Context: an optimization exercise on an open-source flow, tuned for small area. The choices shown serve that exercise and are no tape-out recipe.
The RTL was checked by simulation tests, not by an equivalence proof against the original design.
Power and IR drop assume default switching activity.

==> flow/design.v, too long to show whole: its modules and the start of the top module <==
// module pid_sat: 16 lines
// module pid_fa: 10 lines
// module pid_ha: 9 lines
// module pid_controller_param: 109 lines
// module pid_sub: 19 lines
// module pid_inc: 14 lines
// module pid_booth: 37 lines
// module pid_tree: 378 lines
// module pid_cpa: 178 lines
// module pid_cmp: 151 lines
module pid_controller_param #(
  parameter int DW   = pid_pkg::DEF_DW,
  parameter int FRAC = pid_pkg::DEF_FRAC,
  parameter int ACCW = 2*DW+4
) (
  input  logic                 clk,
  input  logic                 rst,
  input  logic                 en,
  input  logic                 clear,
  input  logic signed [DW-1:0] setpoint,
  input  logic signed [DW-1:0] feedback,
  input  logic signed [DW-1:0] kp,
  input  logic signed [DW-1:0] ki,
  input  logic signed [DW-1:0] kd,
  input  logic [ACCW-2:0]      int_limit,
  input  logic [15:0]          clk_times,
  output logic signed [DW-1:0] control_signal,
  output logic                 valid,
  output logic                 busy,
  output logic                 overrun
);
  // ...
==> flow/flow/run.sh <==
#!/bin/bash
# Standard synthesis, then the combinational logic re-mapped for area (registers,
# adder cells and tie cells untouched), then the standard layout with the
# smallest buffer on the ports. Each tool writes its log to a file here.
set -euo pipefail
export BUFFER_PORTS_ARGS="-buffer_cell sky130_fd_sc_hd__buf_1"
bash standard.sh synth > log_synth.log 2>&1
R=orfs/results/$FLOW_PLATFORM/pid_controller_param/base
LIB=$FLOW_HOME/platforms/$FLOW_PLATFORM/lib/sky130_fd_sc_hd__tt_025C_1v80.lib
cp $R/1_2_yosys.v std_netlist.v
KEEP=$(grep -oE "sky130_fd_sc_hd__(df|edf|sdf|dl|fa_|ha_|conb)[a-z0-9_]*" std_netlist.v | sort -u | tr '\n' ' ')
sed -e "s|@LIB@|$LIB|g" -e "s|@KEEP@|$KEEP|" -e "s|@TOP@|$FLOW_TOP|g" flow/remap.ys.in > remap.ys
yosys -l log_remap.log -s remap.ys > /dev/null
cp remap_netlist.v $R/1_2_yosys.v
rm -f $R/1_synth.odb $R/1_synth.sdc
bash standard.sh > log_flow.log 2>&1
==> flow/flow/remap.abc <==
&get -n
&st
&dch
&nf -R 1000
&put
==> flow/flow/remap.ys.in <==
# Re-map the combinational logic of the standard synthesis netlist for area.
# Registers, full/half adders and tie cells are kept as blackboxes, untouched.
read_liberty -ignore_miss_func -ignore_miss_dir @LIB@
read_verilog std_netlist.v
hierarchy -top @TOP@
blackbox @KEEP@
flatten
hierarchy -top @TOP@
opt_clean -purge
tee -o remap_pre.txt stat
abc -liberty @LIB@ -script flow/remap.abc -dont_use sky130_fd_sc_hd__lpflow_bleeder_1 -dont_use sky130_fd_sc_hd__lpflow_clkbufkapwr_1 -dont_use sky130_fd_sc_hd__lpflow_clkbufkapwr_16 -dont_use sky130_fd_sc_hd__lpflow_clkbufkapwr_2 -dont_use sky130_fd_sc_hd__lpflow_clkbufkapwr_4 -dont_use sky130_fd_sc_hd__lpflow_clkbufkapwr_8 -dont_use sky130_fd_sc_hd__lpflow_clkinvkapwr_1 -dont_use sky130_fd_sc_hd__lpflow_clkinvkapwr_16 -dont_use sky130_fd_sc_hd__lpflow_clkinvkapwr_2 -dont_use sky130_fd_sc_hd__lpflow_clkinvkapwr_4 -dont_use sky130_fd_sc_hd__lpflow_clkinvkapwr_8 -dont_use sky130_fd_sc_hd__lpflow_decapkapwr_12 -dont_use sky130_fd_sc_hd__lpflow_decapkapwr_3 -dont_use sky130_fd_sc_hd__lpflow_decapkapwr_4 -dont_use sky130_fd_sc_hd__lpflow_decapkapwr_6 -dont_use sky130_fd_sc_hd__lpflow_decapkapwr_8 -dont_use sky130_fd_sc_hd__lpflow_inputiso0n_1 -dont_use sky130_fd_sc_hd__lpflow_inputiso0p_1 -dont_use sky130_fd_sc_hd__lpflow_inputiso1n_1 -dont_use sky130_fd_sc_hd__lpflow_inputiso1p_1 -dont_use sky130_fd_sc_hd__lpflow_inputisolatch_1 -dont_use sky130_fd_sc_hd__lpflow_isobufsrc_1 -dont_use sky130_fd_sc_hd__lpflow_isobufsrc_16 -dont_use sky130_fd_sc_hd__lpflow_isobufsrc_2 -dont_use sky130_fd_sc_hd__lpflow_isobufsrc_4 -dont_use sky130_fd_sc_hd__lpflow_isobufsrc_8 -dont_use sky130_fd_sc_hd__lpflow_isobufsrckapwr_16 -dont_use sky130_fd_sc_hd__lpflow_lsbuf_lh_hl_isowell_tap_1 -dont_use sky130_fd_sc_hd__lpflow_lsbuf_lh_hl_isowell_tap_2 -dont_use sky130_fd_sc_hd__lpflow_lsbuf_lh_hl_isowell_tap_4 -dont_use sky130_fd_sc_hd__lpflow_lsbuf_lh_isowell_4 -dont_use sky130_fd_sc_hd__lpflow_lsbuf_lh_isowell_tap_1 -dont_use sky130_fd_sc_hd__lpflow_lsbuf_lh_isowell_tap_2 -dont_use sky130_fd_sc_hd__lpflow_lsbuf_lh_isowell_tap_4 -dont_use sky130_fd_sc_hd__probe_p_8 -dont_use sky130_fd_sc_hd__probec_p_8 
opt_clean -purge
hilomap -singleton -hicell sky130_fd_sc_hd__conb_1 HI -locell sky130_fd_sc_hd__conb_1 LO
rename -hide w:*.*
opt_clean -purge
tee -o remap_stat.txt stat -liberty @LIB@
write_verilog -noattr -nohex -nodec remap_netlist.v
==> flow/standard.sh <==
#!/bin/bash
# synth_recipe.tcl (not shown) runs the flow's synth.tcl, then flattens the netlist and writes it again
# the make line also repeats each setting of config.mk as NAME=value (left out here)
make -C /OpenROAD-flow-scripts/flow DESIGN_CONFIG=/design/flow/config.mk WORK_HOME=/design/flow/orfs CLKGATE_MAP_FILE= SYNTH_SCRIPT=/design/flow/synth_recipe.tcl "${@:-finish}"
==> flow/config.mk <==
export PLATFORM = sky130hd
export DESIGN_NAME = pid_controller_param
export DESIGN_NICKNAME = pid_controller_param
export VERILOG_FILES = /design/flow/design.v
export SDC_FILE = /design/flow/constraint.sdc
export NUM_CORES = 4
export LEC_CHECK = 0
export ABC_AREA = 1
export CAP_MARGIN = 20
export CORE_MARGIN = 2
export CORE_UTILIZATION = 65
export CTS_BUF_LIST = sky130_fd_sc_hd__clkbuf_8
export SLEW_MARGIN = 20
export SYNTH_HIERARCHICAL = 1
==> flow/constraint.sdc <==
create_clock -name core_clock -period 13.5 [get_ports {clk}]
set_input_delay 2.7000 -clock core_clock [delete_from_list [all_inputs] [get_ports {clk}]]
set_output_delay 2.7000 -clock core_clock [all_outputs]
set_load 0.01 [all_outputs]
==> results.txt, run 1 <==
The final layout contains 1,973 nets. The run gives 0 as the number of pins with negative max-slew slack in the final report. The worst register-to-register path ends at acc_q[27]. The leakage dissipation is 0.00647 uW.

The power per cell area came out at 129 nW/um2. The clock network fraction of design power was 16.3%. In the synthesized netlist, the number of instances is 1,352. The library cell used most frequently in the layout, excluding fill and tap cells, is sky130_fd_sc_hd__nand2_1. For this run, global-route usage on met1 was measured as 44.8%. The netlist area before placement was 14,500 um2; the number of antenna violations at the first check in global routing was 1. After clock tree synthesis, the clock-pin slew on the worst setup and hold paths is 90 ps.

The worst-case IR drop observed on VDD is 0.000162 V. Fill cells in the final layout number 1,607. Summing all non-filler instances in the final layout gives an area of 16,300 um2.

Largest register by flop count: acc_q. The floorplan die width was 154 um. Setup slack on the worst reg-to-reg path comes out at 1400 ps.

In this run the clock root is driven by a sky130_fd_sc_hd__clkbuf_8. The logs give 38,200 um for the total wirelength of the detailed-routed design and 74.5% for the utilization after layout. The number of cells on the worst hold path was 2.

STA classifies the critical path startpoint as an input port. For the count of clock-net buffers in the final layout, the log shows 17. The final period demand of the worst path was 12,760 ps; the antenna violation net count after detailed routing was 0. For met3 alone, demand over resource in global routing was 4.99%. The height of the die is 154 um.

The logs give 17 for the number of CTS-inserted buffers and 498 ps for the final worst hold slack. Average cell area after synthesis: 10.7 um2. The flow ran to the end and the layout has no timing, DRC or antenna violations.

The run gives 1,745 as the post-synthesis net count.
==> module pid_controller_param, before the edit <==
module pid_controller_param #(
  parameter int DW   = pid_pkg::DEF_DW,
  parameter int FRAC = pid_pkg::DEF_FRAC,
  parameter int ACCW = 2*DW+4
) (
  input  logic                 clk,
  input  logic                 rst,
  input  logic                 en,
  input  logic                 clear,
  input  logic signed [DW-1:0] setpoint,
  input  logic signed [DW-1:0] feedback,
  input  logic signed [DW-1:0] kp,
  input  logic signed [DW-1:0] ki,
  input  logic signed [DW-1:0] kd,
  input  logic [ACCW-2:0]      int_limit,
  input  logic [15:0]          clk_times,
  output logic signed [DW-1:0] control_signal,
  output logic                 valid,
  output logic                 busy,
  output logic                 overrun
);
  logic [2:0]       st_q;
  logic [15:0]      cnt_q;
  logic [15:0]      e_q;       
  logic [15:0]      pe_q;      
  logic             pe_v;      
  logic [35:0]      acc_q;     
  logic             acc_c;     
  logic             acc_v;     
  logic [32:0]      t_q;       
  logic [15:0]      ctrl_q;
  logic             valid_q, overrun_q;
  logic s_idle, s_p, s_i, s_d, s_sum, tick;
  assign s_idle = ~st_q[2] & ~st_q[0];
  assign s_p    = st_q[1] & ~st_q[2];
  assign s_i    = st_q[2] & st_q[0];
  assign s_d    = st_q[1] & ~st_q[0];
  assign s_sum  = st_q[2] & ~st_q[1];
  logic [15:0] sub_a, sub_b, sub_sat;
  assign sub_a = s_i ? e_q  : setpoint;
  assign sub_b = s_i ? pe_q : feedback;
  pid_sub u_sub (.a(sub_a), .b(sub_b), .d(sub_sat));
  logic [15:0] cnt_inc;
  pid_inc u_inc (.a(cnt_q), .y(cnt_inc));
  assign tick = en && (cnt_q == clk_times);
  logic [127:0] pp;
  logic [7:0]   ppn, neg;
  pid_booth u_booth (.kp(kp), .ki(ki), .kd(kd), .sel_p(~s_i & ~s_d & ~s_sum), .sel_i(s_i),
                     .sel_d(s_d), .e(e_q), .pp(pp), .ppn(ppn), .neg(neg));
  logic        xen, yen, xc;
  logic [35:0] xa;
  logic [32:0] yt;
  assign xen = (s_i | s_sum) & acc_v;
  assign yen = s_d | s_sum;
  assign xa  = acc_q & {36{xen}};
  assign xc  = acc_c & xen;
  assign yt  = t_q & {33{yen}};
  logic [36:0] ra, rb, sum;
  logic        clamp, csgn;
  pid_tree u_tree (.pp(pp), .ppn(ppn), .neg(neg), .xa(xa), .xc(xc), .yt(yt), .ra(ra), .rb(rb));
  pid_cpa  u_cpa  (.a(ra), .b(rb), .s(sum));
  pid_cmp  u_cmp  (.s(sum), .lim(int_limit), .clamp(clamp));
  assign csgn = sum[36];
  logic [15:0] out_sat;
  pid_sat #(.IN_W(28), .OUT_W(16)) u_sat_out (.din(sum[35:8]), .dout(out_sat));
  always_ff @(posedge clk or posedge rst) begin
    if (rst) begin
      st_q      <= 3'b000;
      cnt_q     <= '0;
      pe_v      <= 1'b0;
      acc_v     <= 1'b0;
      ctrl_q    <= '0;
      valid_q   <= 1'b0;
      overrun_q <= 1'b0;
    end else begin
      cnt_q     <= (!en || tick) ? 16'd0 : cnt_inc;
      valid_q   <= s_sum;
      overrun_q <= tick && !s_idle;
      if (s_idle) begin
        if (tick) st_q <= 3'b001;
      end else begin
        st_q <= {st_q[1:0], ~st_q[2]};
      end
      if (s_i) pe_v <= 1'b1;
      else if (clear) pe_v <= 1'b0;
      if (clear) acc_v <= 1'b0;
      else if (s_i) acc_v <= 1'b1;
      if (s_sum) ctrl_q <= out_sat;
    end
  end
  always_ff @(posedge clk) begin
    if ((s_idle && tick) || (s_i && !clear && pe_v)) e_q <= sub_sat;
    if (s_i) pe_q <= e_q;
    if (s_i) begin
      if (clamp) begin
        acc_q <= {csgn, int_limit ^ {35{csgn}}};
        acc_c <= csgn;
      end else begin
        acc_q <= sum[35:0];
        acc_c <= 1'b0;
      end
    end
    if (s_p || s_d) t_q <= sum[32:0];
  end
  assign control_signal = ctrl_q;
  assign valid          = valid_q;
  assign busy           = ~s_idle;
  assign overrun        = overrun_q;
endmodule
==> module pid_cpa, before the edit <==
module pid_cpa (
  input  logic [36:0] a,
  input  logic [36:0] b,
  output logic [36:0] s
);
  logic [36:0] p, g;
  logic rc355;
  pid_ha u_r0 (.a(a[0]), .b(b[0]), .s(s[0]), .co(rc355));
  logic rc356;
  pid_fa u_r1 (.a(a[1]), .b(b[1]), .c(rc355), .s(s[1]), .co(rc356));
  logic rc357;
  pid_fa u_r2 (.a(a[2]), .b(b[2]), .c(rc356), .s(s[2]), .co(rc357));
  logic rc358;
  pid_fa u_r3 (.a(a[3]), .b(b[3]), .c(rc357), .s(s[3]), .co(rc358));
  logic rc359;
  pid_fa u_r4 (.a(a[4]), .b(b[4]), .c(rc358), .s(s[4]), .co(rc359));
  logic rc360;
  pid_fa u_r5 (.a(a[5]), .b(b[5]), .c(rc359), .s(s[5]), .co(rc360));
  logic rc361;
  pid_fa u_r6 (.a(a[6]), .b(b[6]), .c(rc360), .s(s[6]), .co(rc361));
  logic rc362;
  pid_fa u_r7 (.a(a[7]), .b(b[7]), .c(rc361), .s(s[7]), .co(rc362));
  logic rc363;
  pid_fa u_r8 (.a(a[8]), .b(b[8]), .c(rc362), .s(s[8]), .co(rc363));
  logic rc364;
  pid_fa u_r9 (.a(a[9]), .b(b[9]), .c(rc363), .s(s[9]), .co(rc364));
  pid_ha u_pg10 (.a(a[10]), .b(b[10]), .s(p[10]), .co(g[10]));
  pid_ha u_pg11 (.a(a[11]), .b(b[11]), .s(p[11]), .co(g[11]));
  pid_ha u_pg12 (.a(a[12]), .b(b[12]), .s(p[12]), .co(g[12]));
  pid_ha u_pg13 (.a(a[13]), .b(b[13]), .s(p[13]), .co(g[13]));
  pid_ha u_pg14 (.a(a[14]), .b(b[14]), .s(p[14]), .co(g[14]));
  pid_ha u_pg15 (.a(a[15]), .b(b[15]), .s(p[15]), .co(g[15]));
  pid_ha u_pg16 (.a(a[16]), .b(b[16]), .s(p[16]), .co(g[16]));
  pid_ha u_pg17 (.a(a[17]), .b(b[17]), .s(p[17]), .co(g[17]));
  pid_ha u_pg18 (.a(a[18]), .b(b[18]), .s(p[18]), .co(g[18]));
  pid_ha u_pg19 (.a(a[19]), .b(b[19]), .s(p[19]), .co(g[19]));
  pid_ha u_pg20 (.a(a[20]), .b(b[20]), .s(p[20]), .co(g[20]));
  pid_ha u_pg21 (.a(a[21]), .b(b[21]), .s(p[21]), .co(g[21]));
  pid_ha u_pg22 (.a(a[22]), .b(b[22]), .s(p[22]), .co(g[22]));
  pid_ha u_pg23 (.a(a[23]), .b(b[23]), .s(p[23]), .co(g[23]));
  pid_ha u_pg24 (.a(a[24]), .b(b[24]), .s(p[24]), .co(g[24]));
  pid_ha u_pg25 (.a(a[25]), .b(b[25]), .s(p[25]), .co(g[25]));
  pid_ha u_pg26 (.a(a[26]), .b(b[26]), .s(p[26]), .co(g[26]));
  pid_ha u_pg27 (.a(a[27]), .b(b[27]), .s(p[27]), .co(g[27]));
  pid_ha u_pg28 (.a(a[28]), .b(b[28]), .s(p[28]), .co(g[28]));
  pid_ha u_pg29 (.a(a[29]), .b(b[29]), .s(p[29]), .co(g[29]));
  pid_ha u_pg30 (.a(a[30]), .b(b[30]), .s(p[30]), .co(g[30]));
  pid_ha u_pg31 (.a(a[31]), .b(b[31]), .s(p[31]), .co(g[31]));
  pid_ha u_pg32 (.a(a[32]), .b(b[32]), .s(p[32]), .co(g[32]));
  pid_ha u_pg33 (.a(a[33]), .b(b[33]), .s(p[33]), .co(g[33]));
  pid_ha u_pg34 (.a(a[34]), .b(b[34]), .s(p[34]), .co(g[34]));
  pid_ha u_pg35 (.a(a[35]), .b(b[35]), .s(p[35]), .co(g[35]));
  assign p[36] = a[36];
  assign g[36] = 1'b0;
  wire bg365 = g[10] | (p[10] & rc364);
  wire bp366 = p[10] & 1'b0;
  wire bg367 = g[12] | (p[12] & g[11]);
  wire bp368 = p[12] & p[11];
  wire bg369 = g[14] | (p[14] & g[13]);
  wire bp370 = p[14] & p[13];
  wire bg371 = g[16] | (p[16] & g[15]);
  wire bp372 = p[16] & p[15];
  wire bg373 = g[18] | (p[18] & g[17]);
  wire bp374 = p[18] & p[17];
  wire bg375 = g[20] | (p[20] & g[19]);
  wire bp376 = p[20] & p[19];
  wire bg377 = g[22] | (p[22] & g[21]);
  wire bp378 = p[22] & p[21];
  wire bg379 = g[24] | (p[24] & g[23]);
  wire bp380 = p[24] & p[23];
  wire bg381 = g[26] | (p[26] & g[25]);
  wire bp382 = p[26] & p[25];
  wire bg383 = g[28] | (p[28] & g[27]);
  wire bp384 = p[28] & p[27];
  wire bg385 = g[30] | (p[30] & g[29]);
  wire bp386 = p[30] & p[29];
  wire bg387 = g[32] | (p[32] & g[31]);
  wire bp388 = p[32] & p[31];
  wire bg389 = g[34] | (p[34] & g[33]);
  wire bp390 = p[34] & p[33];
  wire bg391 = g[36] | (p[36] & g[35]);
  wire bp392 = p[36] & p[35];
  wire bg393 = bg367 | (bp368 & bg365);
  wire bp394 = bp368 & bp366;
  wire bg395 = bg371 | (bp372 & bg369);
  wire bp396 = bp372 & bp370;
  wire bg397 = bg375 | (bp376 & bg373);
  wire bp398 = bp376 & bp374;
  wire bg399 = bg379 | (bp380 & bg377);
  wire bp400 = bp380 & bp378;
  wire bg401 = bg383 | (bp384 & bg381);
  wire bp402 = bp384 & bp382;
  wire bg403 = bg387 | (bp388 & bg385);
  wire bp404 = bp388 & bp386;
  wire bg405 = bg391 | (bp392 & bg389);
  wire bp406 = bp392 & bp390;
  wire bg407 = bg395 | (bp396 & bg393);
  wire bp408 = bp396 & bp394;
  wire bg409 = bg399 | (bp400 & bg397);
  wire bp410 = bp400 & bp398;
  wire bg411 = bg403 | (bp404 & bg401);
  wire bp412 = bp404 & bp402;
  wire bg413 = bg409 | (bp410 & bg407);
  wire bp414 = bp410 & bp408;
  wire bg415 = bg411 | (bp412 & bg413);
  wire bp416 = bp412 & bp414;
  wire bg417 = bg397 | (bp398 & bg407);
  wire bp418 = bp398 & bp408;
  wire bg419 = bg401 | (bp402 & bg413);
  wire bp420 = bp402 & bp414;
  wire bg421 = bg405 | (bp406 & bg415);
  wire bp422 = bp406 & bp416;
  wire bg423 = bg369 | (bp370 & bg393);
  wire bp424 = bp370 & bp394;
  wire bg425 = bg373 | (bp374 & bg407);
  wire bp426 = bp374 & bp408;
  wire bg427 = bg377 | (bp378 & bg417);
  wire bp428 = bp378 & bp418;
  wire bg429 = bg381 | (bp382 & bg413);
  wire bp430 = bp382 & bp414;
  wire bg431 = bg385 | (bp386 & bg419);
  wire bp432 = bp386 & bp420;
  wire bg433 = bg389 | (bp390 & bg415);
  wire bp434 = bp390 & bp416;
  wire bg435 = g[11] | (p[11] & bg365);
  wire bp436 = p[11] & bp366;
  wire bg437 = g[13] | (p[13] & bg393);
  wire bp438 = p[13] & bp394;
  wire bg439 = g[15] | (p[15] & bg423);
  wire bp440 = p[15] & bp424;
  wire bg441 = g[17] | (p[17] & bg407);
  wire bp442 = p[17] & bp408;
  wire bg443 = g[19] | (p[19] & bg425);
  wire bp444 = p[19] & bp426;
  wire bg445 = g[21] | (p[21] & bg417);
  wire bp446 = p[21] & bp418;
  wire bg447 = g[23] | (p[23] & bg427);
  wire bp448 = p[23] & bp428;
  wire bg449 = g[25] | (p[25] & bg413);
  wire bp450 = p[25] & bp414;
  wire bg451 = g[27] | (p[27] & bg429);
  wire bp452 = p[27] & bp430;
  wire bg453 = g[29] | (p[29] & bg419);
  wire bp454 = p[29] & bp420;
  wire bg455 = g[31] | (p[31] & bg431);
  wire bp456 = p[31] & bp432;
  wire bg457 = g[33] | (p[33] & bg415);
  wire bp458 = p[33] & bp416;
  wire bg459 = g[35] | (p[35] & bg433);
  wire bp460 = p[35] & bp434;
  assign s[10] = p[10] ^ rc364;
  assign s[11] = p[11] ^ bg365;
  assign s[12] = p[12] ^ bg435;
  assign s[13] = p[13] ^ bg393;
  assign s[14] = p[14] ^ bg437;
  assign s[15] = p[15] ^ bg423;
  assign s[16] = p[16] ^ bg439;
  assign s[17] = p[17] ^ bg407;
  assign s[18] = p[18] ^ bg441;
  assign s[19] = p[19] ^ bg425;
  assign s[20] = p[20] ^ bg443;
  assign s[21] = p[21] ^ bg417;
  assign s[22] = p[22] ^ bg445;
  assign s[23] = p[23] ^ bg427;
  assign s[24] = p[24] ^ bg447;
  assign s[25] = p[25] ^ bg413;
  assign s[26] = p[26] ^ bg449;
  assign s[27] = p[27] ^ bg429;
  assign s[28] = p[28] ^ bg451;
  assign s[29] = p[29] ^ bg419;
  assign s[30] = p[30] ^ bg453;
  assign s[31] = p[31] ^ bg431;
  assign s[32] = p[32] ^ bg455;
  assign s[33] = p[33] ^ bg415;
  assign s[34] = p[34] ^ bg457;
  assign s[35] = p[35] ^ bg433;
  assign s[36] = p[36] ^ bg459;
endmodule
==> module pid_cmp, before the edit <==
module pid_cmp (
  input  logic [36:0] s,
  input  logic [34:0] lim,
  output logic clamp
);
  logic [35:0] m;
  assign m = s[35:0] ^ {36{s[36]}};
  wire kg0 = m[0] & ~lim[0];
  wire kp0 = m[0] | ~lim[0];
  wire kg1 = m[1] & ~lim[1];
  wire kp1 = m[1] | ~lim[1];
  wire kg2 = m[2] & ~lim[2];
  wire kp2 = m[2] | ~lim[2];
  wire kg3 = m[3] & ~lim[3];
  wire kp3 = m[3] | ~lim[3];
  wire kg4 = m[4] & ~lim[4];
  wire kp4 = m[4] | ~lim[4];
  wire kg5 = m[5] & ~lim[5];
  wire kp5 = m[5] | ~lim[5];
  wire kg6 = m[6] & ~lim[6];
  wire kp6 = m[6] | ~lim[6];
  wire kg7 = m[7] & ~lim[7];
  wire kp7 = m[7] | ~lim[7];
  wire kg8 = m[8] & ~lim[8];
  wire kp8 = m[8] | ~lim[8];
  wire kg9 = m[9] & ~lim[9];
  wire kp9 = m[9] | ~lim[9];
  wire kg10 = m[10] & ~lim[10];
  wire kp10 = m[10] | ~lim[10];
  wire kg11 = m[11] & ~lim[11];
  wire kp11 = m[11] | ~lim[11];
  wire kg12 = m[12] & ~lim[12];
  wire kp12 = m[12] | ~lim[12];
  wire kg13 = m[13] & ~lim[13];
  wire kp13 = m[13] | ~lim[13];
  wire kg14 = m[14] & ~lim[14];
  wire kp14 = m[14] | ~lim[14];
  wire kg15 = m[15] & ~lim[15];
  wire kp15 = m[15] | ~lim[15];
  wire kg16 = m[16] & ~lim[16];
  wire kp16 = m[16] | ~lim[16];
  wire kg17 = m[17] & ~lim[17];
  wire kp17 = m[17] | ~lim[17];
  wire kg18 = m[18] & ~lim[18];
  wire kp18 = m[18] | ~lim[18];
  wire kg19 = m[19] & ~lim[19];
  wire kp19 = m[19] | ~lim[19];
  wire kg20 = m[20] & ~lim[20];
  wire kp20 = m[20] | ~lim[20];
  wire kg21 = m[21] & ~lim[21];
  wire kp21 = m[21] | ~lim[21];
  wire kg22 = m[22] & ~lim[22];
  wire kp22 = m[22] | ~lim[22];
  wire kg23 = m[23] & ~lim[23];
  wire kp23 = m[23] | ~lim[23];
  wire kg24 = m[24] & ~lim[24];
  wire kp24 = m[24] | ~lim[24];
  wire kg25 = m[25] & ~lim[25];
  wire kp25 = m[25] | ~lim[25];
  wire kg26 = m[26] & ~lim[26];
  wire kp26 = m[26] | ~lim[26];
  wire kg27 = m[27] & ~lim[27];
  wire kp27 = m[27] | ~lim[27];
  wire kg28 = m[28] & ~lim[28];
  wire kp28 = m[28] | ~lim[28];
  wire kg29 = m[29] & ~lim[29];
  wire kp29 = m[29] | ~lim[29];
  wire kg30 = m[30] & ~lim[30];
  wire kp30 = m[30] | ~lim[30];
  wire kg31 = m[31] & ~lim[31];
  wire kp31 = m[31] | ~lim[31];
  wire kg32 = m[32] & ~lim[32];
  wire kp32 = m[32] | ~lim[32];
  wire kg33 = m[33] & ~lim[33];
  wire kp33 = m[33] | ~lim[33];
  wire kg34 = m[34] & ~lim[34];
  wire kp34 = m[34] | ~lim[34];
  wire kg461 = kg0 | (kp0 & s[36]);
  wire kp462 = kp0 & 1'b1;
  wire kg463 = kg2 | (kp2 & kg1);
  wire kp464 = kp2 & kp1;
  wire kg465 = kg4 | (kp4 & kg3);
  wire kp466 = kp4 & kp3;
  wire kg467 = kg6 | (kp6 & kg5);
  wire kp468 = kp6 & kp5;
  wire kg469 = kg8 | (kp8 & kg7);
  wire kp470 = kp8 & kp7;
  wire kg471 = kg10 | (kp10 & kg9);
  wire kp472 = kp10 & kp9;
  wire kg473 = kg12 | (kp12 & kg11);
  wire kp474 = kp12 & kp11;
  wire kg475 = kg14 | (kp14 & kg13);
  wire kp476 = kp14 & kp13;
  wire kg477 = kg16 | (kp16 & kg15);
  wire kp478 = kp16 & kp15;
  wire kg479 = kg18 | (kp18 & kg17);
  wire kp480 = kp18 & kp17;
  wire kg481 = kg20 | (kp20 & kg19);
  wire kp482 = kp20 & kp19;
  wire kg483 = kg22 | (kp22 & kg21);
  wire kp484 = kp22 & kp21;
  wire kg485 = kg24 | (kp24 & kg23);
  wire kp486 = kp24 & kp23;
  wire kg487 = kg26 | (kp26 & kg25);
  wire kp488 = kp26 & kp25;
  wire kg489 = kg28 | (kp28 & kg27);
  wire kp490 = kp28 & kp27;
  wire kg491 = kg30 | (kp30 & kg29);
  wire kp492 = kp30 & kp29;
  wire kg493 = kg32 | (kp32 & kg31);
  wire kp494 = kp32 & kp31;
  wire kg495 = kg34 | (kp34 & kg33);
  wire kp496 = kp34 & kp33;
  wire kg497 = kg463 | (kp464 & kg461);
  wire kp498 = kp464 & kp462;
  wire kg499 = kg467 | (kp468 & kg465);
  wire kp500 = kp468 & kp466;
  wire kg501 = kg471 | (kp472 & kg469);
  wire kp502 = kp472 & kp470;
  wire kg503 = kg475 | (kp476 & kg473);
  wire kp504 = kp476 & kp474;
  wire kg505 = kg479 | (kp480 & kg477);
  wire kp506 = kp480 & kp478;
  wire kg507 = kg483 | (kp484 & kg481);
  wire kp508 = kp484 & kp482;
  wire kg509 = kg487 | (kp488 & kg485);
  wire kp510 = kp488 & kp486;
  wire kg511 = kg491 | (kp492 & kg489);
  wire kp512 = kp492 & kp490;
  wire kg513 = kg495 | (kp496 & kg493);
  wire kp514 = kp496 & kp494;
  wire kg515 = kg499 | (kp500 & kg497);
  wire kp516 = kp500 & kp498;
  wire kg517 = kg503 | (kp504 & kg501);
  wire kp518 = kp504 & kp502;
  wire kg519 = kg507 | (kp508 & kg505);
  wire kp520 = kp508 & kp506;
  wire kg521 = kg511 | (kp512 & kg509);
  wire kp522 = kp512 & kp510;
  wire kg523 = m[35] | (1'b1 & kg513);
  wire kp524 = 1'b1 & kp514;
  wire kg525 = kg517 | (kp518 & kg515);
  wire kp526 = kp518 & kp516;
  wire kg527 = kg521 | (kp522 & kg519);
  wire kp528 = kp522 & kp520;
  wire kg529 = kg527 | (kp528 & kg525);
  wire kp530 = kp528 & kp526;
  wire kg531 = kg523 | (kp524 & kg529);
  wire kp532 = kp524 & kp530;
  assign clamp = kg531;
endmodule
==> run 2: changes to the inputs <==
--- a/flow/design.v
+++ b/flow/design.v
@@ -92,9 +92,10 @@
   logic [15:0]      ctrl_q;
-  logic             valid_q, overrun_q;
-  logic s_idle, s_p, s_i, s_d, s_sum, tick;
-  assign s_idle = ~st_q[2] & ~st_q[0];
-  assign s_p    = st_q[1] & ~st_q[2];
+  logic             overrun_q;
+  logic s_idle, s_p, s_i, s_d, s_sum, s_post, tick;
+  assign s_idle = ~st_q[2] & ~st_q[0];             
+  assign s_p    = st_q[1] & st_q[0] & ~st_q[2];
   assign s_i    = st_q[2] & st_q[0];
-  assign s_d    = st_q[1] & ~st_q[0];
+  assign s_d    = st_q[2] & st_q[1] & ~st_q[0];
   assign s_sum  = st_q[2] & ~st_q[1];
+  assign s_post = st_q[1] & ~st_q[2] & ~st_q[0];
   logic [15:0] sub_a, sub_b, sub_sat;
@@ -133,3 +134,2 @@
       ctrl_q    <= '0;
-      valid_q   <= 1'b0;
       overrun_q <= 1'b0;
@@ -137,9 +137,6 @@
       cnt_q     <= (!en || tick) ? 16'd0 : cnt_inc;
-      valid_q   <= s_sum;
       overrun_q <= tick && !s_idle;
-      if (s_idle) begin
-        if (tick) st_q <= 3'b001;
-      end else begin
-        st_q <= {st_q[1:0], ~st_q[2]};
-      end
+      if (s_idle) st_q <= {2'b00, tick};
+      else if (s_sum) st_q <= 3'b010;
+      else st_q <= {st_q[1:0], ~st_q[2]};
       if (s_i) pe_v <= 1'b1;
@@ -166,3 +163,3 @@
   assign control_signal = ctrl_q;
-  assign valid          = valid_q;
+  assign valid          = s_post;
   assign busy           = ~s_idle;
@@ -632,14 +629,8 @@
   pid_fa u_r3 (.a(a[3]), .b(b[3]), .c(rc357), .s(s[3]), .co(rc358));
-  logic rc359;
-  pid_fa u_r4 (.a(a[4]), .b(b[4]), .c(rc358), .s(s[4]), .co(rc359));
-  logic rc360;
-  pid_fa u_r5 (.a(a[5]), .b(b[5]), .c(rc359), .s(s[5]), .co(rc360));
-  logic rc361;
-  pid_fa u_r6 (.a(a[6]), .b(b[6]), .c(rc360), .s(s[6]), .co(rc361));
-  logic rc362;
-  pid_fa u_r7 (.a(a[7]), .b(b[7]), .c(rc361), .s(s[7]), .co(rc362));
-  logic rc363;
-  pid_fa u_r8 (.a(a[8]), .b(b[8]), .c(rc362), .s(s[8]), .co(rc363));
-  logic rc364;
-  pid_fa u_r9 (.a(a[9]), .b(b[9]), .c(rc363), .s(s[9]), .co(rc364));
+  pid_ha u_pg4 (.a(a[4]), .b(b[4]), .s(p[4]), .co(g[4]));
+  pid_ha u_pg5 (.a(a[5]), .b(b[5]), .s(p[5]), .co(g[5]));
+  pid_ha u_pg6 (.a(a[6]), .b(b[6]), .s(p[6]), .co(g[6]));
+  pid_ha u_pg7 (.a(a[7]), .b(b[7]), .s(p[7]), .co(g[7]));
+  pid_ha u_pg8 (.a(a[8]), .b(b[8]), .s(p[8]), .co(g[8]));
+  pid_ha u_pg9 (.a(a[9]), .b(b[9]), .s(p[9]), .co(g[9]));
   pid_ha u_pg10 (.a(a[10]), .b(b[10]), .s(p[10]), .co(g[10]));
@@ -672,4 +663,10 @@
   assign g[36] = 1'b0;
-  wire bg365 = g[10] | (p[10] & rc364);
-  wire bp366 = p[10] & 1'b0;
+  wire bg359 = g[4] | (p[4] & rc358);
+  wire bp360 = p[4] & 1'b0;
+  wire bg361 = g[6] | (p[6] & g[5]);
+  wire bp362 = p[6] & p[5];
+  wire bg363 = g[8] | (p[8] & g[7]);
+  wire bp364 = p[8] & p[7];
+  wire bg365 = g[10] | (p[10] & g[9]);
+  wire bp366 = p[10] & p[9];
   wire bg367 = g[12] | (p[12] & g[11]);
@@ -700,97 +697,121 @@
   wire bp392 = p[36] & p[35];
-  wire bg393 = bg367 | (bp368 & bg365);
-  wire bp394 = bp368 & bp366;
-  wire bg395 = bg371 | (bp372 & bg369);
-  wire bp396 = bp372 & bp370;
-  wire bg397 = bg375 | (bp376 & bg373);
-  wire bp398 = bp376 & bp374;
-  wire bg399 = bg379 | (bp380 & bg377);
-  wire bp400 = bp380 & bp378;
-  wire bg401 = bg383 | (bp384 & bg381);
-  wire bp402 = bp384 & bp382;
-  wire bg403 = bg387 | (bp388 & bg385);
-  wire bp404 = bp388 & bp386;
-  wire bg405 = bg391 | (bp392 & bg389);
-  wire bp406 = bp392 & bp390;
-  wire bg407 = bg395 | (bp396 & bg393);
-  wire bp408 = bp396 & bp394;
-  wire bg409 = bg399 | (bp400 & bg397);
-  wire bp410 = bp400 & bp398;
-  wire bg411 = bg403 | (bp404 & bg401);
-  wire bp412 = bp404 & bp402;
-  wire bg413 = bg409 | (bp410 & bg407);
-  wire bp414 = bp410 & bp408;
-  wire bg415 = bg411 | (bp412 & bg413);
-  wire bp416 = bp412 & bp414;
-  wire bg417 = bg397 | (bp398 & bg407);
-  wire bp418 = bp398 & bp408;
-  wire bg419 = bg401 | (bp402 & bg413);
-  wire bp420 = bp402 & bp414;
-  wire bg421 = bg405 | (bp406 & bg415);
-  wire bp422 = bp406 & bp416;
-  wire bg423 = bg369 | (bp370 & bg393);
-  wire bp424 = bp370 & bp394;
-  wire bg425 = bg373 | (bp374 & bg407);
-  wire bp426 = bp374 & bp408;
-  wire bg427 = bg377 | (bp378 & bg417);
-  wire bp428 = bp378 & bp418;
-  wire bg429 = bg381 | (bp382 & bg413);
-  wire bp430 = bp382 & bp414;
-  wire bg431 = bg385 | (bp386 & bg419);
-  wire bp432 = bp386 & bp420;
-  wire bg433 = bg389 | (bp390 & bg415);
-  wire bp434 = bp390 & bp416;
-  wire bg435 = g[11] | (p[11] & bg365);
-  wire bp436 = p[11] & bp366;
-  wire bg437 = g[13] | (p[13] & bg393);
-  wire bp438 = p[13] & bp394;
-  wire bg439 = g[15] | (p[15] & bg423);
-  wire bp440 = p[15] & bp424;
-  wire bg441 = g[17] | (p[17] & bg407);
-  wire bp442 = p[17] & bp408;
-  wire bg443 = g[19] | (p[19] & bg425);
-  wire bp444 = p[19] & bp426;
-  wire bg445 = g[21] | (p[21] & bg417);
-  wire bp446 = p[21] & bp418;
-  wire bg447 = g[23] | (p[23] & bg427);
-  wire bp448 = p[23] & bp428;
-  wire bg449 = g[25] | (p[25] & bg413);
-  wire bp450 = p[25] & bp414;
-  wire bg451 = g[27] | (p[27] & bg429);
-  wire bp452 = p[27] & bp430;
-  wire bg453 = g[29] | (p[29] & bg419);
-  wire bp454 = p[29] & bp420;
-  wire bg455 = g[31] | (p[31] & bg431);
-  wire bp456 = p[31] & bp432;
-  wire bg457 = g[33] | (p[33] & bg415);
-  wire bp458 = p[33] & bp416;
-  wire bg459 = g[35] | (p[35] & bg433);
-  wire bp460 = p[35] & bp434;
-  assign s[10] = p[10] ^ rc364;
-  assign s[11] = p[11] ^ bg365;
-  assign s[12] = p[12] ^ bg435;
-  assign s[13] = p[13] ^ bg393;
-  assign s[14] = p[14] ^ bg437;
-  assign s[15] = p[15] ^ bg423;
-  assign s[16] = p[16] ^ bg439;
-  assign s[17] = p[17] ^ bg407;
-  assign s[18] = p[18] ^ bg441;
-  assign s[19] = p[19] ^ bg425;
-  assign s[20] = p[20] ^ bg443;
-  assign s[21] = p[21] ^ bg417;
-  assign s[22] = p[22] ^ bg445;
+  wire bg393 = bg361 | (bp362 & bg359);
+  wire bp394 = bp362 & bp360;
+  wire bg395 = bg365 | (bp366 & bg363);
+  wire bp396 = bp366 & bp364;
+  wire bg397 = bg369 | (bp370 & bg367);
+  wire bp398 = bp370 & bp368;
+  wire bg399 = bg373 | (bp374 & bg371);
+  wire bp400 = bp374 & bp372;
+  wire bg401 = bg377 | (bp378 & bg375);
+  wire bp402 = bp378 & bp376;
+  wire bg403 = bg381 | (bp382 & bg379);
+  wire bp404 = bp382 & bp380;
+  wire bg405 = bg385 | (bp386 & bg383);
+  wire bp406 = bp386 & bp384;
+  wire bg407 = bg389 | (bp390 & bg387);
+  wire bp408 = bp390 & bp388;
+  wire bg409 = bg395 | (bp396 & bg393);
+  wire bp410 = bp396 & bp394;
+  wire bg411 = bg399 | (bp400 & bg397);
+  wire bp412 = bp400 & bp398;
+  wire bg413 = bg403 | (bp404 & bg401);
+  wire bp414 = bp404 & bp402;
+  wire bg415 = bg407 | (bp408 & bg405);
+  wire bp416 = bp408 & bp406;
+  wire bg417 = bg411 | (bp412 & bg409);
+  wire bp418 = bp412 & bp410;
+  wire bg419 = bg415 | (bp416 & bg413);
+  wire bp420 = bp416 & bp414;
+  wire bg421 = bg419 | (bp420 & bg417);
+  wire bp422 = bp420 & bp418;
+  wire bg423 = bg413 | (bp414 & bg417);
+  wire bp424 = bp414 & bp418;
+  wire bg425 = bg397 | (bp398 & bg409);
+  wire bp426 = bp398 & bp410;
+  wire bg427 = bg401 | (bp402 & bg417);
+  wire bp428 = bp402 & bp418;
+  wire bg429 = bg405 | (bp406 & bg423);
+  wire bp430 = bp406 & bp424;
+  wire bg431 = bg363 | (bp364 & bg393);
+  wire bp432 = bp364 & bp394;
+  wire bg433 = bg367 | (bp368 & bg409);
+  wire bp434 = bp368 & bp410;
+  wire bg435 = bg371 | (bp372 & bg425);
+  wire bp436 = bp372 & bp426;
+  wire bg437 = bg375 | (bp376 & bg417);
+  wire bp438 = bp376 & bp418;
+  wire bg439 = bg379 | (bp380 & bg427);
+  wire bp440 = bp380 & bp428;
+  wire bg441 = bg383 | (bp384 & bg423);
+  wire bp442 = bp384 & bp424;
+  wire bg443 = bg387 | (bp388 & bg429);
+  wire bp444 = bp388 & bp430;
+  wire bg445 = bg391 | (bp392 & bg421);
+  wire bp446 = bp392 & bp422;
+  wire bg447 = g[5] | (p[5] & bg359);
+  wire bp448 = p[5] & bp360;
+  wire bg449 = g[7] | (p[7] & bg393);
+  wire bp450 = p[7] & bp394;
+  wire bg451 = g[9] | (p[9] & bg431);
+  wire bp452 = p[9] & bp432;
+  wire bg453 = g[11] | (p[11] & bg409);
+  wire bp454 = p[11] & bp410;
+  wire bg455 = g[13] | (p[13] & bg433);
+  wire bp456 = p[13] & bp434;
+  wire bg457 = g[15] | (p[15] & bg425);
+  wire bp458 = p[15] & bp426;
+  wire bg459 = g[17] | (p[17] & bg435);
+  wire bp460 = p[17] & bp436;
+  wire bg461 = g[19] | (p[19] & bg417);
+  wire bp462 = p[19] & bp418;
+  wire bg463 = g[21] | (p[21] & bg437);
+  wire bp464 = p[21] & bp438;
+  wire bg465 = g[23] | (p[23] & bg427);
+  wire bp466 = p[23] & bp428;
+  wire bg467 = g[25] | (p[25] & bg439);
+  wire bp468 = p[25] & bp440;
+  wire bg469 = g[27] | (p[27] & bg423);
+  wire bp470 = p[27] & bp424;
+  wire bg471 = g[29] | (p[29] & bg441);
+  wire bp472 = p[29] & bp442;
+  wire bg473 = g[31] | (p[31] & bg429);
+  wire bp474 = p[31] & bp430;
+  wire bg475 = g[33] | (p[33] & bg443);
+  wire bp476 = p[33] & bp444;
+  wire bg477 = g[35] | (p[35] & bg421);
+  wire bp478 = p[35] & bp422;
+  assign s[4] = p[4] ^ rc358;
+  assign s[5] = p[5] ^ bg359;
+  assign s[6] = p[6] ^ bg447;
+  assign s[7] = p[7] ^ bg393;
+  assign s[8] = p[8] ^ bg449;
+  assign s[9] = p[9] ^ bg431;
+  assign s[10] = p[10] ^ bg451;
+  assign s[11] = p[11] ^ bg409;
+  assign s[12] = p[12] ^ bg453;
+  assign s[13] = p[13] ^ bg433;
+  assign s[14] = p[14] ^ bg455;
+  assign s[15] = p[15] ^ bg425;
+  assign s[16] = p[16] ^ bg457;
+  assign s[17] = p[17] ^ bg435;
+  assign s[18] = p[18] ^ bg459;
+  assign s[19] = p[19] ^ bg417;
+  assign s[20] = p[20] ^ bg461;
+  assign s[21] = p[21] ^ bg437;
+  assign s[22] = p[22] ^ bg463;
   assign s[23] = p[23] ^ bg427;
-  assign s[24] = p[24] ^ bg447;
-  assign s[25] = p[25] ^ bg413;
-  assign s[26] = p[26] ^ bg449;
-  assign s[27] = p[27] ^ bg429;
-  assign s[28] = p[28] ^ bg451;
-  assign s[29] = p[29] ^ bg419;
-  assign s[30] = p[30] ^ bg453;
-  assign s[31] = p[31] ^ bg431;
-  assign s[32] = p[32] ^ bg455;
-  assign s[33] = p[33] ^ bg415;
-  assign s[34] = p[34] ^ bg457;
-  assign s[35] = p[35] ^ bg433;
-  assign s[36] = p[36] ^ bg459;
+  assign s[24] = p[24] ^ bg465;
+  assign s[25] = p[25] ^ bg439;
+  assign s[26] = p[26] ^ bg467;
+  assign s[27] = p[27] ^ bg423;
+  assign s[28] = p[28] ^ bg469;
+  assign s[29] = p[29] ^ bg441;
+  assign s[30] = p[30] ^ bg471;
+  assign s[31] = p[31] ^ bg429;
+  assign s[32] = p[32] ^ bg473;
+  assign s[33] = p[33] ^ bg443;
+  assign s[34] = p[34] ^ bg475;
+  assign s[35] = p[35] ^ bg421;
+  assign s[36] = p[36] ^ bg477;
 endmodule
@@ -873,75 +894,75 @@
   wire kp34 = m[34] | ~lim[34];
-  wire kg461 = kg0 | (kp0 & s[36]);
-  wire kp462 = kp0 & 1'b1;
-  wire kg463 = kg2 | (kp2 & kg1);
-  wire kp464 = kp2 & kp1;
-  wire kg465 = kg4 | (kp4 & kg3);
-  wire kp466 = kp4 & kp3;
-  wire kg467 = kg6 | (kp6 & kg5);
-  wire kp468 = kp6 & kp5;
-  wire kg469 = kg8 | (kp8 & kg7);
-  wire kp470 = kp8 & kp7;
-  wire kg471 = kg10 | (kp10 & kg9);
-  wire kp472 = kp10 & kp9;
-  wire kg473 = kg12 | (kp12 & kg11);
-  wire kp474 = kp12 & kp11;
-  wire kg475 = kg14 | (kp14 & kg13);
-  wire kp476 = kp14 & kp13;
-  wire kg477 = kg16 | (kp16 & kg15);
-  wire kp478 = kp16 & kp15;
-  wire kg479 = kg18 | (kp18 & kg17);
-  wire kp480 = kp18 & kp17;
-  wire kg481 = kg20 | (kp20 & kg19);
-  wire kp482 = kp20 & kp19;
-  wire kg483 = kg22 | (kp22 & kg21);
-  wire kp484 = kp22 & kp21;
-  wire kg485 = kg24 | (kp24 & kg23);
-  wire kp486 = kp24 & kp23;
-  wire kg487 = kg26 | (kp26 & kg25);
-  wire kp488 = kp26 & kp25;
-  wire kg489 = kg28 | (kp28 & kg27);
-  wire kp490 = kp28 & kp27;
-  wire kg491 = kg30 | (kp30 & kg29);
-  wire kp492 = kp30 & kp29;
-  wire kg493 = kg32 | (kp32 & kg31);
-  wire kp494 = kp32 & kp31;
-  wire kg495 = kg34 | (kp34 & kg33);
-  wire kp496 = kp34 & kp33;
-  wire kg497 = kg463 | (kp464 & kg461);
-  wire kp498 = kp464 & kp462;
-  wire kg499 = kg467 | (kp468 & kg465);
-  wire kp500 = kp468 & kp466;
-  wire kg501 = kg471 | (kp472 & kg469);
-  wire kp502 = kp472 & kp470;
-  wire kg503 = kg475 | (kp476 & kg473);
-  wire kp504 = kp476 & kp474;
-  wire kg505 = kg479 | (kp480 & kg477);
-  wire kp506 = kp480 & kp478;
-  wire kg507 = kg483 | (kp484 & kg481);
-  wire kp508 = kp484 & kp482;
-  wire kg509 = kg487 | (kp488 & kg485);
-  wire kp510 = kp488 & kp486;
-  wire kg511 = kg491 | (kp492 & kg489);
-  wire kp512 = kp492 & kp490;
-  wire kg513 = kg495 | (kp496 & kg493);
-  wire kp514 = kp496 & kp494;
-  wire kg515 = kg499 | (kp500 & kg497);
-  wire kp516 = kp500 & kp498;
-  wire kg517 = kg503 | (kp504 & kg501);
-  wire kp518 = kp504 & kp502;
-  wire kg519 = kg507 | (kp508 & kg505);
-  wire kp520 = kp508 & kp506;
-  wire kg521 = kg511 | (kp512 & kg509);
-  wire kp522 = kp512 & kp510;
-  wire kg523 = m[35] | (1'b1 & kg513);
-  wire kp524 = 1'b1 & kp514;
-  wire kg525 = kg517 | (kp518 & kg515);
-  wire kp526 = kp518 & kp516;
-  wire kg527 = kg521 | (kp522 & kg519);
-  wire kp528 = kp522 & kp520;
-  wire kg529 = kg527 | (kp528 & kg525);
-  wire kp530 = kp528 & kp526;
-  wire kg531 = kg523 | (kp524 & kg529);
-  wire kp532 = kp524 & kp530;
-  assign clamp = kg531;
+  wire kg479 = kg0 | (kp0 & s[36]);
+  wire kp480 = kp0 & 1'b1;
+  wire kg481 = kg2 | (kp2 & kg1);
+  wire kp482 = kp2 & kp1;
+  wire kg483 = kg4 | (kp4 & kg3);
+  wire kp484 = kp4 & kp3;
+  wire kg485 = kg6 | (kp6 & kg5);
+  wire kp486 = kp6 & kp5;
+  wire kg487 = kg8 | (kp8 & kg7);
+  wire kp488 = kp8 & kp7;
+  wire kg489 = kg10 | (kp10 & kg9);
+  wire kp490 = kp10 & kp9;
+  wire kg491 = kg12 | (kp12 & kg11);
+  wire kp492 = kp12 & kp11;
+  wire kg493 = kg14 | (kp14 & kg13);
+  wire kp494 = kp14 & kp13;
+  wire kg495 = kg16 | (kp16 & kg15);
+  wire kp496 = kp16 & kp15;
+  wire kg497 = kg18 | (kp18 & kg17);
+  wire kp498 = kp18 & kp17;
+  wire kg499 = kg20 | (kp20 & kg19);
+  wire kp500 = kp20 & kp19;
+  wire kg501 = kg22 | (kp22 & kg21);
+  wire kp502 = kp22 & kp21;
+  wire kg503 = kg24 | (kp24 & kg23);
+  wire kp504 = kp24 & kp23;
+  wire kg505 = kg26 | (kp26 & kg25);
+  wire kp506 = kp26 & kp25;
+  wire kg507 = kg28 | (kp28 & kg27);
+  wire kp508 = kp28 & kp27;
+  wire kg509 = kg30 | (kp30 & kg29);
+  wire kp510 = kp30 & kp29;
+  wire kg511 = kg32 | (kp32 & kg31);
+  wire kp512 = kp32 & kp31;
+  wire kg513 = kg34 | (kp34 & kg33);
+  wire kp514 = kp34 & kp33;
+  wire kg515 = kg481 | (kp482 & kg479);
+  wire kp516 = kp482 & kp480;
+  wire kg517 = kg485 | (kp486 & kg483);
+  wire kp518 = kp486 & kp484;
+  wire kg519 = kg489 | (kp490 & kg487);
+  wire kp520 = kp490 & kp488;
+  wire kg521 = kg493 | (kp494 & kg491);
+  wire kp522 = kp494 & kp492;
+  wire kg523 = kg497 | (kp498 & kg495);
+  wire kp524 = kp498 & kp496;
+  wire kg525 = kg501 | (kp502 & kg499);
+  wire kp526 = kp502 & kp500;
+  wire kg527 = kg505 | (kp506 & kg503);
+  wire kp528 = kp506 & kp504;
+  wire kg529 = kg509 | (kp510 & kg507);
+  wire kp530 = kp510 & kp508;
+  wire kg531 = kg513 | (kp514 & kg511);
+  wire kp532 = kp514 & kp512;
+  wire kg533 = kg517 | (kp518 & kg515);
+  wire kp534 = kp518 & kp516;
+  wire kg535 = kg521 | (kp522 & kg519);
+  wire kp536 = kp522 & kp520;
+  wire kg537 = kg525 | (kp526 & kg523);
+  wire kp538 = kp526 & kp524;
+  wire kg539 = kg529 | (kp530 & kg527);
+  wire kp540 = kp530 & kp528;
+  wire kg541 = m[35] | (1'b1 & kg531);
+  wire kp542 = 1'b1 & kp532;
+  wire kg543 = kg535 | (kp536 & kg533);
+  wire kp544 = kp536 & kp534;
+  wire kg545 = kg539 | (kp540 & kg537);
+  wire kp546 = kp540 & kp538;
+  wire kg547 = kg545 | (kp546 & kg543);
+  wire kp548 = kp546 & kp544;
+  wire kg549 = kg541 | (kp542 & kg547);
+  wire kp550 = kp542 & kp548;
+  assign clamp = kg549;
 endmodule
==> flow/flow/run.sh (replaced) <==
#!/bin/bash
# Standard synthesis; then the combinational logic re-mapped for area by ABC
# (registers, full/half adder cells and tie cells kept exactly as synthesized).
# Re-mapping is tried with 1 to 3 passes; each result gets a quick pre-layout
# timing estimate, and the smallest one whose estimate is within the margin is
# kept (the fastest if none is). Then the standard layout, with the smallest
# buffer on the ports. Each tool logs to a file of its own here.
set -euo pipefail
export BUFFER_PORTS_ARGS="-buffer_cell sky130_fd_sc_hd__buf_1"
bash standard.sh synth > log_synth.log 2>&1
R=orfs/results/$FLOW_PLATFORM/pid_controller_param/base
P=$FLOW_HOME/platforms/$FLOW_PLATFORM
LIB=$P/lib/sky130_fd_sc_hd__tt_025C_1v80.lib
cp $R/1_2_yosys.v std_netlist.v
KEEP=$(grep -oE "sky130_fd_sc_hd__(df|edf|sdf|dl|fa_|ha_|conb)[a-z0-9_]*" std_netlist.v | sort -u | tr '\n' ' ')
MARGIN=-0.5
: > remap_choice.txt
for n in 1 2 3; do
  : > remap_$n.abc
  for i in $(seq 1 $n); do cat flow/remap.abc >> remap_$n.abc; done
  sed -e "s|@LIB@|$LIB|g" -e "s|@KEEP@|$KEEP|" -e "s|@TOP@|$FLOW_TOP|g" \
      -e "s|flow/remap.abc|remap_$n.abc|" -e "s|remap_stat.txt|remap_stat_$n.txt|" \
      -e "s|remap_netlist.v|remap_netlist_$n.v|" -e "s|remap_pre.txt|remap_pre_$n.txt|" \
      flow/remap.ys.in > remap_$n.ys
  yosys -l log_remap_$n.log -s remap_$n.ys > /dev/null
  a=$(awk '/Chip area for module/ {print $NF}' remap_stat_$n.txt | tail -1)
  PSTA_TLEF=$P/lef/sky130_fd_sc_hd.tlef PSTA_LEF=$P/lef/sky130_fd_sc_hd_merged.lef PSTA_LIB=$LIB \
  PSTA_NETLIST=remap_netlist_$n.v PSTA_TOP=$FLOW_TOP PSTA_SDC=$FLOW_SDC \
    openroad -no_init -exit flow/psta.tcl > log_psta_$n.log 2>&1 || true
  s=$(awk '/^BENCHPSTA/ {print $2}' log_psta_$n.log | tail -1)
  [[ -n "$s" ]] || s=-1000
  echo "$n $a $s" >> remap_choice.txt
done
best=$(awk -v m=$MARGIN '
  { if ($3 >= m && (ba == "" || $2 < ba)) { ba = $2; bn = $1 }
    if (fs == "" || $3 > fs) { fs = $3; fn = $1 } }
  END { print (bn != "" ? bn : fn) }' remap_choice.txt)
echo "chosen $best" >> remap_choice.txt
cp remap_netlist_$best.v $R/1_2_yosys.v
rm -f $R/1_synth.odb $R/1_synth.sdc
bash standard.sh > log_flow.log 2>&1
==> flow/flow/psta.tcl (new file) <==
read_lef $::env(PSTA_TLEF)
read_lef $::env(PSTA_LEF)
read_liberty $::env(PSTA_LIB)
read_verilog $::env(PSTA_NETLIST)
link_design $::env(PSTA_TOP)
read_sdc $::env(PSTA_SDC)
buffer_ports -buffer_cell sky130_fd_sc_hd__buf_1
repair_design
puts "BENCHPSTA [sta::worst_slack -max]"
--- a/flow/config.mk
+++ b/flow/config.mk
@@ -12,2 +12,4 @@
 export CTS_BUF_LIST = sky130_fd_sc_hd__clkbuf_8
+export CTS_CLUSTER_DIAMETER = 200
+export CTS_CLUSTER_SIZE = 40
 export SLEW_MARGIN = 20
==> results.txt, run 2 <==
Most frequent standard cell in the layout excluding fill and tap cells: sky130_fd_sc_hd__fa_1 (was sky130_fd_sc_hd__nand2_1). The logs give 11,473 (was 11,511) for the via total after detailed routing and 11,795 (was 11,806) for the number of global-route vias before repair. Most frequent cells in the layout: sky130_fd_sc_hd__fa_1 (167), sky130_fd_sc_hd__buf_1 (153), sky130_fd_sc_hd__nand2_1 (146) (was sky130_fd_sc_hd__nand2_1 (196), sky130_fd_sc_hd__xnor2_1 (192), sky130_fd_sc_hd__fa_1 (173)). The initial core utilization is 66.1% (was 66.4%).

The number of placement rows is 54 (unchanged), and the count of nets after finishing is 1,957 (was 1,973). Data arrival at the endpoint of the critical path: 12,400 ps (was 12,990 ps). The family with the most delay on the worst path was compound AO/OA/AOI/OAI gates (was adder cells).

The logs give 0 (unchanged) for the count of final hold-check violations and 9 (unchanged) for the synthesis warning total. The area of all sequential standard cells is 4010 um2 (was 4040 um2). For the routability-driven placement congestion ratio, the log shows 0.953 (was 0.879). Setup repair after global routing left no endpoint under its margin. Number of remaining DRC errors: 0 (unchanged). The clock slew at the register clock pins of the worst setup and hold paths is 100 ps (was 90 ps), and the critical path buffer and inverter count is 4 (unchanged). The tools report the fill cell total of the finished layout as 1,638 (was 1,607).

The fraction of final layout cells sized beyond drive strength 1 is 5.08% (was 5.84%), and the antenna violation net count after detailed routing is 0 (unchanged). The non-filler instance count after layout is 1,854 (was 1,873). Cell count after synthesis: 1,344 (was 1,352).

The tools report the later-pin clock latency in the skew report as 490 ps (about the same). The highest cell delay on the worst timing path works out to 650 ps (was 490 ps). The tools report the startpoint type of the worst setup path as an input port (unchanged). Largest register by flop count: acc_q (unchanged).

The number of pins with negative max-slew slack in the final report was 0 (unchanged). The number of buffers between clock root and the deepest sink came out at 2 (unchanged). The I/O pin count is 154 (unchanged). The leakage dissipation is 0.00671 uW (was 0.00647 uW). The post-synthesis net count was 1,740 (was 1,745). The maximum fanout encountered on the critical timing path works out to 71 (was 24).

The flip-flop count of the largest register, all copies and words added was 36 (unchanged); the number of cells after detailed placement was 1,822 (was 1,834). The total of cells resized after clock tree synthesis was 0 (unchanged). TritonCTS built the clock tree.

The number of vias per cell after detailed routing was 6.19 (was 6.15); the transition time at the pin with the least slew margin was 1090 ps (was 974 ps). The netlist area before placement came out at 14,400 um2 (was 14,500 um2). The worst min-delay path class was reg -> reg (unchanged).

The final period demand of the worst path is 12,190 ps (was 12,760 ps). The fraction of the cycle the final worst path needs came out at 90.3% (was 94.5%). The run gives 0 (unchanged) as the count of antenna diodes in the layout. The tools report the residual overflow from global routing as 0 (unchanged). Largest registers ranked by flip-flop count: acc_q x36, t_q x33 (unchanged). The tools report the final setup skew as 21.8 ps (was 19.0 ps). Largest net degree at the start of global routing: 72 (was 62). For the total wirelength of the detailed-routed design, the log shows 38,200 um (about the same). The worst endpoint required time was 13,710 ps (was 13,730 ps); the count of input and output buffers was 153 (unchanged).

Wire length of the first global-routing pass: 61,900 um (was 62,300 um). The area growth from synthesis to layout is 12.1% (was 12.2%). Root buffer cell: sky130_fd_sc_hd__clkbuf_8 (unchanged). The worst-case vdd ir drop came out at 0.000267 V (was 0.000162 V). Max-cap violation count: 0 (unchanged).

The area inside the core boundary was 21,800 um2 (was 21,900 um2). For the count of TritonRoute iterations in the first routing pass, the log shows 7 (was 6). The deepest level of the CTS H-tree is 4 (unchanged). The height of the die works out to 153 um (was 154 um). The number of buffers inserted by post-CTS setup repair is 0 (unchanged), and the average wire per standard cell is 20.6 um (was 20.4 um). The type of the setup path with the least slack is in -> reg (unchanged).

The detailed placer's ending HPWL is 27,500 um (was 28,400 um). The worst-path cell with the longest stage delay was sky130_fd_sc_hd__buf_4 (was sky130_fd_sc_hd__fa_1). For the number of hold buffers added after CTS, the log shows 0 (unchanged). Sort of element at the end of the critical path: a flip-flop (unchanged).

The die footprint was 23,400 um2 (was 23,600 um2); the final setup violation count was 0 (unchanged). The number of CTS-inserted buffers came out at 17 (unchanged). The number of antenna violations at the first check in global routing is 0 (was 1). The flow ran to the end and the layout has no timing, DRC or antenna violations. Global-route usage over all layers: 33.8% (about the same). The run gives 0.0820 GHz (was 0.0784 GHz) as the peak clock frequency supported by timing.

The floorplan die width works out to 153 um (was 154 um). The average cell area after synthesis was 10.7 um2 (about the same). The sum of negative setup slack is 0 ps (unchanged), and the combined area of the multi-input logic cells is 10,300 um2 (was 10,400 um2). The number of sinks on the clock net is 140 (was 141), and the power per cell area is 133 nW/um2 (was 129 nW/um2). Worst slew margin relative to its limit: 27.3% (was 34.8%). The tools report the violation count after the first detailed-routing iteration as 1,044 (was 820).
[run 2: where the power goes]
part,leakage [uW],switching (uW),internal (uW)
Combinational,0.00507,717,483
Sequential,0.00141,12.7,545
Clock,0.000230,193,205
Total,0.00671,922,1230
[run 2: per-stage QoR]
step	power, uW	instance area (um2)	utilization, %	hold WS, ps	setup WS (ps)
floorplan	1430	14500	-	450	667
global placement	1730	15700	72.1	470	1260
detailed placement	1750	15700	72.1	481	966
CTS	2160	16200	74.1	503	1440
global route	2310	16200	74.1	527	686
finish	2160	16200	74.1	497	1310
[run 2: worst paths after layout]
check,start,endpoint,slack (ps),cells past startpoint
worst min register to register,ctrl_q[7],ctrl_q[7],500,2
worst max register to register,st_q[2],acc_q[1],1840,44
worst max-delay path,kp[15],acc_q[1],1310,37
min in group asynchronous,rst,cnt_q[10],2310,3
max in group asynchronous,rst,ctrl_q[14],10790,3
worst min-delay path,ctrl_q[7],ctrl_q[7],500,2
[run 2: worst min-delay path: stages (launching register included)]
cell and delay [ps]:
sky130_fd_sc_hd__dfrtp_1 350, sky130_fd_sc_hd__nor2_1 50, sky130_fd_sc_hd__nor2_1 70
[run 2: area by class of cell]
cell class / instances / share of cell area (%)
Sequential cell: 140 / 24.8
Tap cell: 280 / 2.17
Multi-Input combinational cell: 1173 / 63.9
Timing Repair Buffer: 198 / 5.64
Clock inverter: 15 / 1.29
Inverter: 31 / 0.727
Clock buffer: 17 / 1.45
[run 2: per-layer routing]
metal  up-vias  track usage [%]  wire (um)
met5         -                0          0
met4         0             14.1       1410
met3       103             7.14       3330
met2       528             56.2      18500
met1      5576             43.4      15000
li1       5266                -          -
==> run 3: changes to the inputs <==
--- a/flow/config.mk
+++ b/flow/config.mk
@@ -12,4 +12,2 @@
 export CTS_BUF_LIST = sky130_fd_sc_hd__clkbuf_8
-export CTS_CLUSTER_DIAMETER = 200
-export CTS_CLUSTER_SIZE = 40
 export SLEW_MARGIN = 20
==> results.txt, run 3 <==
Count of TritonRoute iterations in the first routing pass: 7 (unchanged). Most frequent standard cell in the layout excluding fill and tap cells: sky130_fd_sc_hd__fa_1 (unchanged). The run gives 66.1% (unchanged) as the initial core utilization. The clock slew at the register clock pins of the worst setup and hold paths works out to 100 ps (about the same). The number of buffers between clock root and the deepest sink is 2 (unchanged), and the combined area of the multi-input logic cells is 10,300 um2 (unchanged).

The worst min-delay path class is reg -> reg (unchanged). The number of pins with negative max-slew slack in the final report came out at 0 (unchanged). The tools report the fraction of power consumed by combinational cells as 55.6% (about the same). The area inside the core boundary was 21,800 um2 (unchanged); the die footprint was 23,400 um2 (unchanged). The net switching power is 922 uW (unchanged), and the switching power as a share of total power is 42.8% (unchanged).

The fraction of final layout cells sized beyond drive strength 1 is 5.08% (unchanged). The count of input and output buffers is 153 (unchanged), and the post-synthesis net count is 1,740 (unchanged). The largest net degree at the start of global routing was 72 (unchanged); the height of the die was 153 um (unchanged). The tools report the total of cells resized after clock tree synthesis as 0 (unchanged). The worst-path cell with the longest stage delay is sky130_fd_sc_hd__buf_4 (unchanged). The largest register by flop count is acc_q (unchanged). Setup repair after global routing left no endpoint under its margin. The highest cell delay on the worst timing path is 650 ps (about the same), and the number of global-route vias before repair is 11,795 (unchanged). The number of vias per cell after detailed routing is 6.19 (unchanged).

The worst endpoint required time is 13,710 ps (about the same), and the sum of negative setup slack is 0 ps (unchanged). Residual overflow from global routing: 0 (unchanged). The tools report the reg2reg setup slack as 1840 ps (about the same). TritonCTS built the clock tree.

For the number of antenna violations at the first check in global routing, the log shows 0 (unchanged). Number of remaining DRC errors: 0 (unchanged). The tools report the capture instance of the worst register-to-register path as acc_q[1] (unchanged).

The run finished with no timing, DRC or antenna violations. The worst min-delay path endpoint was ctrl_q[7] (unchanged). The cell count after synthesis was 1,344 (unchanged); the average wire per standard cell was 20.6 um (unchanged). The total wirelength of the detailed-routed design was 38,200 um (unchanged).

The final setup skew is 21.8 ps (unchanged). The final non-filler cell area is 16,200 um2 (unchanged). For the cell-internal power, the log shows 1230 uW (unchanged). Average cell area after synthesis: 10.7 um2 (unchanged). The critical path buffer and inverter count is 4 (unchanged).

The violation count after the first detailed-routing iteration is 1,044 (unchanged), and the cell area reported after detailed placement is 15,700 um2 (unchanged). The routability-driven placement congestion ratio was 0.953 (unchanged). The tools report the startpoint type of the worst setup path as an input port (unchanged). The tools report the count of final hold-check violations as 0 (unchanged).

For the number of hold buffers added after CTS, the log shows 0 (unchanged). The timing startpoint of the critical path is kp[15] (unchanged). Largest registers ranked by flip-flop count: acc_q x36, t_q x33 (unchanged). The number of placement rows is 54 (unchanged), and the fraction of the cycle the final worst path needs is 90.3% (unchanged). The type of the setup path with the least slack is in -> reg (unchanged).

Detailed placer's ending HPWL: 27,500 um (unchanged). The worst slew margin relative to its limit was 27.3% (unchanged); the wire length of the first global-routing pass was 61,900 um (unchanged). The tools report the number of sinks on the clock net as 140 (unchanged). The netlist area before placement was 14,400 um2 (unchanged); the number of cells on the worst hold path was 2 (unchanged). The clock network fraction of design power was 18.5% (about the same); the antenna violation net count after detailed routing was 0 (unchanged).

The peak clock frequency supported by timing came out at 0.0820 GHz (unchanged). The global-route usage over all layers came out at 33.8% (unchanged). The data arrival at the endpoint of the critical path is 12,400 ps (about the same).

The maximum fanout encountered on the critical timing path is 71 (unchanged). The reg-to-reg critical path startpoint was st_q[2] (unchanged). Most frequent cells in the layout: sky130_fd_sc_hd__fa_1 (167), sky130_fd_sc_hd__buf_1 (153), sky130_fd_sc_hd__nand2_1 (146) (unchanged). The length in cells of the worst reg-to-reg path is 44 (unchanged), and the leakage dissipation is 0.00671 uW (unchanged). The family with the most delay on the worst path was compound AO/OA/AOI/OAI gates (unchanged). The via total after detailed routing is 11,473 (unchanged), and the deepest level of the CTS H-tree is 4 (unchanged).

The final period demand of the worst path works out to 12,190 ps (unchanged). The run gives 1,957 (unchanged) as the count of nets after finishing. Startpoint of the tightest hold check path: ctrl_q[7] (unchanged).

The max-cap violation count is 0 (unchanged). The final setup violation count is 0 (unchanged), and the proportion of power drawn by flip-flops and latches is 25.9% (about the same). The area growth from synthesis to layout was 12.1% (unchanged); the number of CTS-inserted buffers was 17 (unchanged). The floorplan die width was 153 um (unchanged). For the synthesis warning total, the log shows 9 (unchanged).

The area of all sequential standard cells is 4010 um2 (unchanged). The run gives 0 (unchanged) as the number of buffers inserted by post-CTS setup repair. The I/O pin count is 154 (unchanged), and the later-pin clock latency in the skew report is 490 ps (about the same). Sort of element at the end of the critical path: a flip-flop (unchanged).

The transition time at the pin with the least slew margin works out to 1090 ps (unchanged). The logs give 1,638 (unchanged) for the fill cell total of the finished layout and 0 (unchanged) for the count of antenna diodes in the layout. The tools report the root buffer cell as sky130_fd_sc_hd__clkbuf_8 (unchanged). Power per cell area: 133 nW/um2 (unchanged). The flip-flop count of the largest register, all copies and words added was 36 (unchanged); the worst-case vdd ir drop was 0.000267 V (unchanged).
-- run 3: area by class of cell --
cell class / instances / share of cell area, %
Multi-Input combinational cell: 1173 / 63.9
Clock buffer: 17 / 1.45
Sequential cell: 140 / 24.8
Timing Repair Buffer: 198 / 5.64
Inverter: 31 / 0.727
Tap cell: 280 / 2.17
Clock inverter: 15 / 1.29
-- run 3: metrics by stage --
step | utilization (%) | hold slack [ps] | setup slack (ps) | total power [uW] | std cells
6_report | 74.1 | 497 | 1310 | 2160 | 1854
3_5_place_dp | 72.1 | 481 | 966 | 1750 | 1822
4_1_cts | 74.1 | 503 | 1440 | 2160 | 1854
2_1_floorplan | - | 450 | 667 | 1430 | 1344
5_1_grt | 74.1 | 527 | 686 | 2310 | 1854
3_3_place_gp | 72.1 | 470 | 1260 | 1730 | 1822
-- run 3: power groups by stage --
stage / combinational [uW] / clock [uW] / sequential [uW]
finish: 1200 / 399 / 558
CTS: 1200 / 402 / 558
floorplan: 853 / 0 / 579
detailed placement: 1180 / 0 / 567
global placement: 1160 / 0 / 567
global route: 1330 / 418 / 562
-- run 3: worst max path at each step --
| stage | endpoint | slack [ps] | cells past startpoint |
|---|---|---|---|
| final | acc_q[1] | 1310 | 37 |
| after global routing | acc_q[32] | 690 | 37 |
| after CTS | acc_q[7] | 1440 | 39 |
| after detailed placement | acc_q[1] | 970 | 39 |
| after global placement | acc_q[4] | 1260 | 39 |
| after floorplan | acc_q[0] | 670 | 32 |
-- run 3: per-layer routing --
metal	share of wire, %	global-route usage (%)	vias up
met5	0	0	-
met4	3.7	14.1	0
met3	8.7	7.14	103
met2	48	56.2	528
met1	39	43.4	5576
li1	-	-	5266
-- run 3: worst min-delay path, delay by kind of cell (launching register included) --
family | cells | cell delay (ps)
flops | 1 | 350
simple gates | 2 | 120

Re-timed with assumed drivers on the ports (clkbuf_16 on the clock, buf_2 on other inputs), run 3 has 1.332 ns of setup slack against 1.311 ns with ideal ports, and 0.806 ns once port delays also move by the mid clock arrival of 0.526 ns.
